Context: an optimization exercise on an open-source flow, tuned for small area, a short achievable clock period and few clock cycles. The choices shown serve that exercise and are no tape-out recipe. The RTL was checked by simulation tests, not by an equivalence proof against the original design. Power is estimated from default activity; no workload was simulated.

==> flow/design.v <==
`default_nettype none
package sfr_pkg;
   localparam int BYTE_W = 8;
   localparam int CSR_DATA_W = 64;
   localparam int CSR_ADDR_W = 5;
endpackage
`default_nettype wire
`default_nettype none
module stream_find_and_replace (
   input  wire logic        clock,
   input  wire logic        reset,
   input  wire logic        in_valid,
   output logic             in_ready,
   input  wire logic [7:0]  in_byte,
   input  wire logic        in_last,
   output logic             out_valid,
   input  wire logic        out_ready,
   output logic      [7:0]  out_byte,
   output logic             out_last,
   input  wire logic        csr_psel,
   input  wire logic        csr_penable,
   input  wire logic        csr_pwrite,
   input  wire logic [4:0]  csr_paddr,
   input  wire logic [63:0] csr_pwdata,
   output logic      [63:0] csr_prdata,
   output logic             csr_pready
);
   logic [63:0] pat_q, rep_q;
   logic [3:0]  plen_q, rlen_q;
   logic [2:0]  pm1_q, rm1_q;       
   logic [3:0]  rsel_q;             
   logic        csr_write, wr_pat, wr_plen, wr_rep, wr_rlen;
   logic [63:0] wdata;
   logic [2:0]  wlen_m1;
   assign csr_pready = 1'b1;
   assign csr_write  = csr_psel && csr_penable && csr_pwrite;
   assign wr_pat     = csr_write && (csr_paddr[4:3] == 2'd0);
   assign wr_plen    = csr_write && (csr_paddr[4:3] == 2'd1);
   assign wr_rep     = csr_write && (csr_paddr[4:3] == 2'd2);
   assign wr_rlen    = csr_write && (csr_paddr[4:3] == 2'd3);
   assign wdata      = reset ? 64'd0 : csr_pwdata;
   assign wlen_m1    = (wdata[3:0] == 4'd0) ? 3'd0 : wdata[3] ? 3'd7 : (wdata[2:0] - 3'd1);
   always_ff @(posedge clock) begin
      if (reset || wr_pat) pat_q <= wdata;
      if (reset || wr_rep) rep_q <= wdata;
      if (reset || wr_plen) begin
         plen_q <= {wdata[3:1], wdata[0] | reset};
         pm1_q  <= wlen_m1;
      end
      if (reset || wr_rlen) begin
         rlen_q <= {wdata[3:1], wdata[0] | reset};
         rm1_q  <= wlen_m1;
      end
   end
   always_ff @(posedge clock) begin
      for (int i = 0; i < 4; i++) rsel_q[i] <= (csr_paddr[4:3] == 2'(i));
   end
   always_comb begin
      csr_prdata = ({64{rsel_q[0]}} & pat_q) | ({64{rsel_q[2]}} & rep_q);
      csr_prdata[3:0] = csr_prdata[3:0] | ({4{rsel_q[1]}} & plen_q) | ({4{rsel_q[3]}} & rlen_q);
   end
   logic [7:0] s_q [7];         
   logic [2:0] n_q;             
   logic [6:0] d_q;             
   logic       rp_q;            
   logic       ru_q;            
   logic [2:0] rptr_q;          
   logic       ir_q;            
   logic       rg_q;            
   logic [2:0] idx_q;           
   logic       rgl_q;           
   logic       fg_q;            
   logic       fgl_q;           
   logic       v0_q, v1_q, l0_q, l1_q;
   logic [7:0] b0_q, b1_q;
   logic [7:0] rd;              
   logic [7:0] src;             
   logic [7:0] eq;              
   logic [7:0] dn;              
   logic [7:0] pm1_oh;
   logic       match;
   logic [2:0] rdi;
   assign rdi = rp_q ? rptr_q : (n_q - 3'd1);
   always_comb begin
      rd = s_q[0];
      for (int i = 1; i < 7; i++) if (rdi == 3'(i)) rd = s_q[i];
   end
   assign src = ru_q ? b1_q : in_byte;
   always_comb begin
      for (int j = 0; j < 8; j++) begin
         eq[j]     = (src == pat_q[8*j +: 8]);
         pm1_oh[j] = (pm1_q == 3'(j));
      end
      dn[0] = eq[0];
      for (int j = 1; j < 8; j++) dn[j] = d_q[j-1] & eq[j];
   end
   logic [7:0] msel;
   always_comb begin
      msel[0] = pm1_oh[0] && (n_q == pm1_q);
      for (int j = 1; j < 8; j++) msel[j] = pm1_oh[j] && d_q[j-1] && (n_q == pm1_q);
   end
   assign match = ((msel & eq) != 8'd0);
   logic acc, z, acc_app, acc_res, room, gen_push, pop, push;
   logic rep_push, fl_push, fl_done;
   logic [7:0] pdata;
   logic       plast, sel_rep;
   logic [2:0] n_nx;
   logic       rg_nx, fg_nx, v1_nx, rp_nx, z_nx;
   assign pop      = v0_q && out_ready;
   assign acc      = in_valid && ir_q;
   assign z        = (n_q < pm1_q);                
   assign acc_app  = acc && z;                     
   assign acc_res  = acc && !z;                    
   assign room     = !v1_q;
   assign rep_push = rg_q && room;
   assign fl_push  = !rg_q && fg_q && room;
   assign gen_push = rep_push || fl_push;
   assign push     = acc_res || gen_push;
   assign fl_done  = fgl_q ? (n_q == 3'd1) : (n_q == pm1_q + 3'd1);
   assign sel_rep  = acc_res ? match : rg_q;
   assign pdata    = sel_rep ? rep_q[8*idx_q +: 8] : ((n_q == 3'd0) ? in_byte : rd);
   always_comb begin
      if (acc_res) begin
         if (match) plast = in_last && (rm1_q == 3'd0);
         else       plast = in_last && (n_q == 3'd0);
      end else if (rg_q) begin
         plast = rgl_q && (idx_q == rm1_q);
      end else begin
         plast = fgl_q && (n_q == 3'd1);
      end
   end
   always_comb begin
      n_nx = n_q;
      if (acc_app)                 n_nx = n_q + 3'd1;
      else if (acc_res && match)   n_nx = 3'd0;
      else if (fl_push)            n_nx = n_q - 3'd1;
      rg_nx = rg_q;
      if (acc_res && match)              rg_nx = (rm1_q != 3'd0);
      else if (rep_push && idx_q == rm1_q) rg_nx = 1'b0;
      fg_nx = fg_q;
      if (acc_app && in_last)            fg_nx = 1'b1;
      else if (acc_res && !match)        fg_nx = in_last ? (n_q != 3'd0) : (n_q != pm1_q);
      else if (fl_push && fl_done)       fg_nx = 1'b0;
      v1_nx = v1_q;
      if (pop)                           v1_nx = 1'b0;
      else if (push && v0_q)             v1_nx = 1'b1;
      rp_nx = rp_q;
      if (wr_pat)                        rp_nx = (n_q != 3'd0);
      else if (rp_q && rptr_q == 3'd0)   rp_nx = 1'b0;
      if (acc_app)                 z_nx = ({1'b0, n_q} + 4'd1 < {1'b0, pm1_q});
      else if (acc_res)            z_nx = match && (pm1_q != 3'd0);
      else if (fl_push)            z_nx = ({1'b0, n_q} - 4'd1 < {1'b0, pm1_q});
      else                         z_nx = z;
   end
   always_ff @(posedge clock) begin
      if (acc) begin
         s_q[0] <= in_byte;
         for (int i = 1; i < 7; i++) s_q[i] <= s_q[i-1];
      end
      if (acc || ru_q) d_q <= dn[6:0];
      if (wr_pat)      rptr_q <= n_q - 3'd1;
      else if (rp_q)   rptr_q <= rptr_q - 3'd1;
   end
   always_ff @(posedge clock) begin
      if (reset) begin
         n_q   <= 3'd0;
         rg_q  <= 1'b0;
         idx_q <= 3'd0;
         fg_q  <= 1'b0;
         v0_q  <= 1'b0;
         v1_q  <= 1'b0;
         rp_q  <= 1'b0;
         ru_q  <= 1'b0;
         ir_q  <= 1'b0;
      end else begin
         n_q  <= n_nx;
         rg_q <= rg_nx;
         fg_q <= fg_nx;
         v1_q <= v1_nx;
         rp_q <= rp_nx;
         ru_q <= rp_q && !wr_pat;
         if (acc_res && match)  idx_q <= (rm1_q != 3'd0) ? 3'd1 : 3'd0;
         else if (rep_push)     idx_q <= (idx_q == rm1_q) ? 3'd0 : idx_q + 3'd1;
         if (pop)               v0_q <= v1_q || push;
         else if (push)         v0_q <= 1'b1;
         ir_q <= !rp_nx && !(rp_q && !wr_pat) && !fg_nx && (z_nx || (!rg_nx && !v1_nx));
      end
   end
   always_ff @(posedge clock) begin
      if (acc_res && match) rgl_q <= in_last;
      if (acc) fgl_q <= in_last;
      if (pop ? (v1_q || push) : (push && !v0_q)) begin
         b0_q <= (pop && v1_q) ? b1_q : pdata;
         l0_q <= (pop && v1_q) ? l1_q : plast;
      end
      if (rp_q) begin
         b1_q <= rd;
      end else if (push && v0_q && !(pop && !v1_q)) begin
         b1_q <= pdata;
         l1_q <= plast;
      end
   end
   assign in_ready  = ir_q;
   assign out_valid = v0_q;
   assign out_byte  = b0_q;
   assign out_last  = l0_q;
endmodule
`default_nettype wire
==> flow/flow/run.sh <==
#!/bin/bash
# Layout flow: the standard flow (standard.sh), with the port buffers that ORFS inserts
# on every input and output made of sky130_fd_sc_hd__buf_1 instead of the default cell.
# The full make output goes to flow_make.log in the work folder; ORFS's per-step logs stay
# under orfs/logs.
set -euo pipefail
bash standard.sh "BUFFER_PORTS_ARGS=-buffer_cell sky130_fd_sc_hd__buf_1" finish > flow_make.log 2>&1
==> flow/standard.sh <==
#!/bin/bash
# synth_recipe.tcl (not shown) runs the flow's synth.tcl, then flattens the netlist and writes it again
# the make line also repeats each setting of config.mk as NAME=value (left out here)
make -C /OpenROAD-flow-scripts/flow DESIGN_CONFIG=/design/flow/config.mk WORK_HOME=/design/flow/orfs CLKGATE_MAP_FILE= SYNTH_SCRIPT=/design/flow/synth_recipe.tcl "${@:-finish}"
==> flow/config.mk <==
export PLATFORM = sky130hd
export DESIGN_NAME = stream_find_and_replace
export DESIGN_NICKNAME = stream_find_and_replace
export VERILOG_FILES = /design/flow/design.v
export SDC_FILE = /design/flow/constraint.sdc
export NUM_CORES = 4
export LEC_CHECK = 0
export CAP_MARGIN = 20
export CORE_MARGIN = 2
export CORE_UTILIZATION = 40
export SLEW_MARGIN = 20
==> flow/constraint.sdc <==
create_clock -name core_clock -period 4.8 [get_ports {clock}]
set_input_delay 0.9600 -clock core_clock [delete_from_list [all_inputs] [get_ports {clock}]]
set_output_delay 0.9600 -clock core_clock [all_outputs]
set_load 0.01 [all_outputs]
==> impl_metrics.ini, run 1 <==
[routing]
drtAntennaViolNets = 0
vias_per_cell = 5.58
dr.pass1.iters = 5
vias = 8592
drtIter0Drc = 846
totalWireLength_um = 32800
drcViolationCount = 0
routedWlPerCell_um = 21.3

[sta]
drv_slew = 0
fin_crit_sh = 0.744
rsz0062_at_grt = no
tns_ps = 0
finalHoldViolCount = 0
fmax_mhz = 280
worst_pin_slew_ps = 962
final.min_clock_period_ps = 3570
slew_headroom = 0.359
setup_viol = 0
fin_skew_ps = 25.4
hold_ws_ps = 442

[pwr]
power.leakage_nw = 4.72
power_frac_clock = 0.342
p_int_mw = 4.12
switchingPower_mw = 1.66
p_comb_frac = 0.194
vdd_drop_max_v = 0.000268
pwr-share-seq = 0.464
p_per_area_mw_per_mm2 = 407
switching_share = 0.287

[clock_network]
cts_root_buf = clkbuf_16
cts_resized = 0
clock_sinks = 245
numCtsBuffers = 27
cts_max_level = 1
clock_path_buffers = 3
hold_buffers = 0
cts_setup_buffers = 0
cts_tree = done
path_clk_slew_ps = 60
clk_latency_ps = 550

[yosys]
synth-edff-count = 228
synth_cell_types = 59
yosysSeqAreaShare = 0.583
yosysWarnings = 2
synth_cells = 973
ys.flop_type = edfxtp_1
ys_ff_latch = 245
netlist_area_mm2 = 0.0123
synth_fp_nets = 1080
async_flop_share = 0
syn_area_per_cell_um2 = 12.7

[cells_and_area]
stdcell_area_mm2 = 0.0142
final_cell_mix = edfxtp_1, buf_1, nor2b_1
regArea_mm2 = 0.00719
multi_input_area_mm2 = 0.00486
n_antenna_cell = 0
syn_to_final_growth_pct = 15.0
layout.nets = 1233
layout_commonest_cell = edfxtp_1
fillerInstances = 2779
drive_above_1_share = 0.0882

[global_routing]
grt_overflow = 0
grt_pass1_wl_um = 49700
grt_pass1_vias = 8304
track_usage = 0.198
grt_antenna_before_repair = 0
grt_max_degree = 66

[floorplanning]
die_h_um = 180
chipWidth_um = 180
rows = 64
core_region_area_mm2 = 0.0305
initial_utilization = 0.404
design.die.area_mm2 = 0.0323
io_pins = 161

[worst_setup_path]
startpoint = n_q[0]
slowest_delay_ps = 580
critPathSlowestCell = nor3_1
cpLargestDelayFamily = simple AND/OR/NAND/NOR gates
cp-end-kind = flop
crit_type = reg2reg
worstRegToRegCells = 11
r2r-start = n_q[0]
worstPathArrival_ps = 3920
startpoint_type = flop
path_max_fanout = 19
cp_cell_sequence = buf_4 -> inv_1 -> ha_1 -> nand2b_1 -> nand2_1 -> nor3_1 -> nand2_1 -> o31ai_1 -> nor2_1 -> o21a_1 -> o31ai_1
worstPathRequired_ps = 5150
timing.critical_path.buf_inv = 2
worst-path-stages = 11

[place]
gp_congestion = 0.879
portBuffers = 156
dp_hpwl_um = 23300
placed_area_mm2 = 0.0133

[worst_hold_path]
hold_depth = 0
hold_path.class = reg2reg
min_from = s_q[3][1]

[status]
status = finished clean

[flow_run]
maxCapViolations = 0
==> cell families after synthesis <==
group	share of synthesized area
buffers and inverters	0.0236
AND/OR/NAND/NOR	0.129
other	0.000304
flip-flops	0.583
adder cells (fa/ha/maj)	0.0223
AO/OA/AOI/OAI	0.142
XOR/XNOR	0.0526
multiplexers	0.0481
==> routing by layer <==
layer  track usage  wire [um]
met4        0.0582        804
met2         0.310      15100
met5             0          0
met1         0.287      15100
met3        0.0276       1790
==> worst paths after layout <==
check / to / slack (ps)
setup / recovery: b0_q[4] / 1230
hold / removal: s_q[4][1] / 440
setup reg to reg: b0_q[4] / 1230
hold reg to reg: s_q[4][1] / 440
==> synthesized netlist by cell type (17+ instances only) <==
cell type / number / share of area
edfxtp_1: 228 / 0.56
nor2b_1: 84 / 0.043
xnor2_1: 66 / 0.047
a22o_1: 60 / 0.043
nand2_1: 59 / 0.018
nor2_1: 52 / 0.016
clkbuf_1: 37 / 0.011
a21oi_1: 30 / 0.012
o21ai_0: 28 / 0.011
ha_1: 22 / 0.022
o31ai_1: 21 / 0.013
inv_1: 19 / 0.0058
dfxtp_1: 17 / 0.028
==> through the flow <==
stage	utilization	setup WS [ps]	power (mW)	std cells
after floorplan	-	1070	3.46	973
after global placement	0.437	850	3.82	1492
after detailed placement	0.438	846	3.84	1493
after CTS	0.465	1190	5.81	1541
after global routing	0.465	867	6.02	1541
final	0.465	1230	5.77	1541
==> state kept, by name (all words and copies together), names as in the netlist, 3 cells and up <==
register and count:
b0_q 8, pm1_q 3, rep_q 64, rsel_q 4, rm1_q 3, rlen_q 4
b1_q 8, pat_q 64, idx_q 3, s_q 56, plen_q 4, rptr_q 3
d_q 7, n_q 3
==> area by class of cell <==
| cell class | count | share of cell area |
|---|---|---|
| multi-input combinational | 657 | 0.343 |
| tap | 396 | 0.0349 |
| clock inverter | 14 | 0.00909 |
| inverter | 19 | 0.00503 |
| sequential | 245 | 0.507 |
| clock buffer | 34 | 0.0495 |
| timing repair buffer | 176 | 0.0518 |
==> power by group through the flow <==
stage | logic (mW) | registers [mW] | clock network, mW
finish | 1.12 | 2.68 | 1.97
CTS | 1.12 | 2.68 | 2.01
detailed placement | 1.11 | 2.72 | 0
global route | 1.24 | 2.70 | 2.09
floorplan | 0.783 | 2.67 | 0
global placement | 1.10 | 2.72 | 0
==> worst register-to-register path, stage by stage (launching register included) <==
cell and delay [ps]:
dfxtp_1 310, buf_4 180, inv_1 150, ha_1 450
nand2b_1 360, nand2_1 450, nor3_1 580, nand2_1 140
o31ai_1 160, nor2_1 80, o21a_1 210, o31ai_1 310
Testbench counts, summed over its fixed seeds: cycles 77,081.
==> run 2, diff against run 1 <==
--- a/flow/config.mk
+++ b/flow/config.mk
@@ -9,3 +9,4 @@
 export CORE_MARGIN = 2
 export CORE_UTILIZATION = 40
+export SETUP_SLACK_MARGIN = 2.0
 export SLEW_MARGIN = 20
==> impl_metrics.ini, run 2 <==
[status]
status = finished clean

[routing]
wl_met2_um = 17100
drtIter0Drc = 849
dr.pass1.iters = 5
vias = 9031
top_layer_used = met4
routedWlPerCell_um = 22.9
vias_per_cell = 5.69
dr_wl_met3_um = 2290
drcViolationCount = 0
drtAntennaViolNets = 0
totalWireLength_um = 36300
wl_met1_um = 15500

[clock_network]
numCtsBuffers = 28
cts_max_level = 1
clk_latency_ps = 570
cts_root_buf = clkbuf_16
path_clk_slew_ps = 60
cts_tree = done
clock_sinks = 245
hold_buffers = 0
clock_path_buffers = 3

[global_routing]
grt_pass1_wl_um = 54200
grt_max_degree = 66
grt_antenna_before_repair = 0
grt_overflow = 0
grt_pass1_vias = 8996
track_usage = 0.218

[floorplanning]
chipWidth_um = 180
design.die.area_mm2 = 0.0323
die_h_um = 180
core_region_area_mm2 = 0.0305
io_pins = 161
initial_utilization = 0.404
rows = 64

[worst_setup_path]
worst-path-stages = 11
path_max_fanout = 10
timing.critical_path.buf_inv = 3
crit_top_cell = buf_12
cp_cell_sequence = buf_12 -> mux2i_4 -> buf_12 -> nand3b_1 -> a2111oi_2 -> nand3_2 -> a41oi_4 -> o31ai_4 -> buf_12 -> a211oi_2 -> o31ai_1
startpoint_type = flop
cpLargestDelayFamily = compound AO/OA/AOI/OAI gates
worstPathRequired_ps = 5110
critPathSlowestCell = a2111oi_2
crit_type = reg2reg
worstPathArrival_ps = 3250
worstRegToRegCells = 11
cp-end-kind = flop
slowest_delay_ps = 410

[worst_hold_path]
hold_depth = 0
hold_path.class = reg2reg

[place]
gp_congestion = 0.853
portBuffers = 156
place_ws_ps = 796
placed_area_mm2 = 0.0133
dp_hpwl_um = 24800

[cells_and_area]
reg.largest.list = pat_q x64, rep_q x64, s_q x56
drive_above_1_share = 0.183
fillerInstances = 2715
regArea_mm2 = 0.00721
layout_commonest_cell = edfxtp_1
n_antenna_cell = 0
multi_input_area_mm2 = 0.00530
final_cell_mix = edfxtp_1, buf_1, nor2b_1
layout.nets = 1275
stdcell_area_mm2 = 0.0153
syn_to_final_growth_pct = 23.8

[yosys]
synth_cells = 973
yosys.area.top_type = edfxtp_1
syn_area_per_cell_um2 = 12.7
synth_most_common_cell = edfxtp_1
async_flop_share = 0
synth_cell_types = 59
yosysWarnings = 2
synth_fp_nets = 1080
yosysSeqAreaShare = 0.583
ys_ff_latch = 245
yosys-top-cells-area = edfxtp_1, xnor2_1, a22o_1
synthDominantCellAreaShare = 0.555
ys.flop_type = edfxtp_1
synth_common_cells = edfxtp_1, nor2b_1, xnor2_1
netlist_area_mm2 = 0.0123
synth-edff-count = 228

[sta]
slew_headroom = 0.273
tns_ps = 0
fin_skew_ps = 23.8
fin_crit_sh = 0.612
finalHoldViolCount = 0
drv_slew = 0
setup_viol = 0
fmax_mhz = 340
setup_ws_ps = 1860
worst_pin_slew_ps = 1090
final.min_clock_period_ps = 2940
rsz0062_at_grt = yes

[flow_run]
maxCapViolations = 0

[pwr]
p_per_area_mw_per_mm2 = 410
vdd_drop_max_v = 0.000285
power.leakage_nw = 5.14
run 2: cell types whose count changed in the layout (fill, tap and decap cells not counted), sizes merged:
cell      delta
buf         +38
bufinv       +2
clkinv       -1
clkinvlp     +3
inv          +1
mux2         +1
o31ai        +1
run 2: cells by family (layout without fill, tap and decap cells):
family / after synthesis / after routing / synth area share
buf+inv: 71 / 286 / 0.0236
flops: 245 / 245 / 0.583
compound gates: 232 / 233 / 0.142
xor+xnor: 74 / 74 / 0.0526
fa+ha+maj: 22 / 22 / 0.0223
mux: 29 / 30 / 0.0481
simple gates: 299 / 299 / 0.129
other cells: 1 / 1 / 0.000304
run 2: report_power, final:
group | leakage (nW) | switching [mW] | internal (mW) | total [mW]
Sequential | 2.32 | 0.137 | 2.55 | 2.69
Combinational | 2.35 | 0.791 | 0.550 | 1.34
Clock | 0.471 | 0.912 | 1.32 | 2.23
run 2: routing by layer:
layer | global-route usage | up-vias
li1 | - | 4131
met1 | 0.294 | 4463
met2 | 0.361 | 370
met3 | 0.0308 | 67
met4 | 0.0754 | 0
met5 | 0 | -
run 2: per-stage QoR:
| step | instances | utilization | hold WS, ps | total power [mW] |
|---|---|---|---|---|
| 2_1_floorplan | 973 | - | 419 | 3.46 |
| 3_3_place_gp | 1483 | 0.438 | 423 | 3.82 |
| 3_5_place_dp | 1483 | 0.438 | 427 | 3.84 |
| 4_1_cts | 1578 | 0.495 | 441 | 6.21 |
| 5_1_grt | 1586 | 0.501 | 457 | 6.50 |
| 6_report | 1586 | 0.501 | 442 | 6.26 |
run 2: what timing repair did:
item	in CTS	in global routing
endpoints found under the setup margin	92	28
endpoints found under the hold margin	0	0
pin swaps	18	7
setup buffers	41	8
gates cloned	2	0
resized for setup	73	21
run 2: final timing paths:
path          endpoint      start  slack [ps]
max reg2reg    b1_q[0]       ru_q        1860
min          s_q[1][5]  s_q[0][5]         440
min reg2reg  s_q[1][5]  s_q[0][5]         440
max            b1_q[0]       ru_q        1860
run 2: layout make-up:
class / count / area share
clock buffers: 33 / 0.0478
inverters: 19 / 0.00492
flip-flops and latches: 245 / 0.472
repair buffers: 215 / 0.0805
multi-input cells: 659 / 0.347
clock inverters: 19 / 0.0155
well taps: 396 / 0.0324

## port drivers added, routing unchanged
The flow's constraints put no driver on any port. The routed layouts listed below were extracted and timed again, unchanged, in two steps.
Step 1 sets driving cells, clkbuf_16 on the clock port and buf_2 on the other inputs (assumed; they add their load-dependent delay and slew).
Step 2 also shifts input and output timing later by t, the mid clock arrival at the registers, as if the neighbouring blocks saw the same clock.
Three values: ideal, step 1, step 2; two values: the first two.
run | shift t [ns] | setup slack, ns | clock arrival spread, ns
run 1 | 0.589 | 1.229 / 1.229 / 0.812 | 0.026 / 0.027
run 2 | 0.612 | 1.860 / 1.860 / 1.292 | 0.024 / 0.024
After both steps every run listed still meets setup and hold. The setup slack of run 2, which loses most, moves by 0.000 ns with the drivers and by -0.568 ns with both steps.
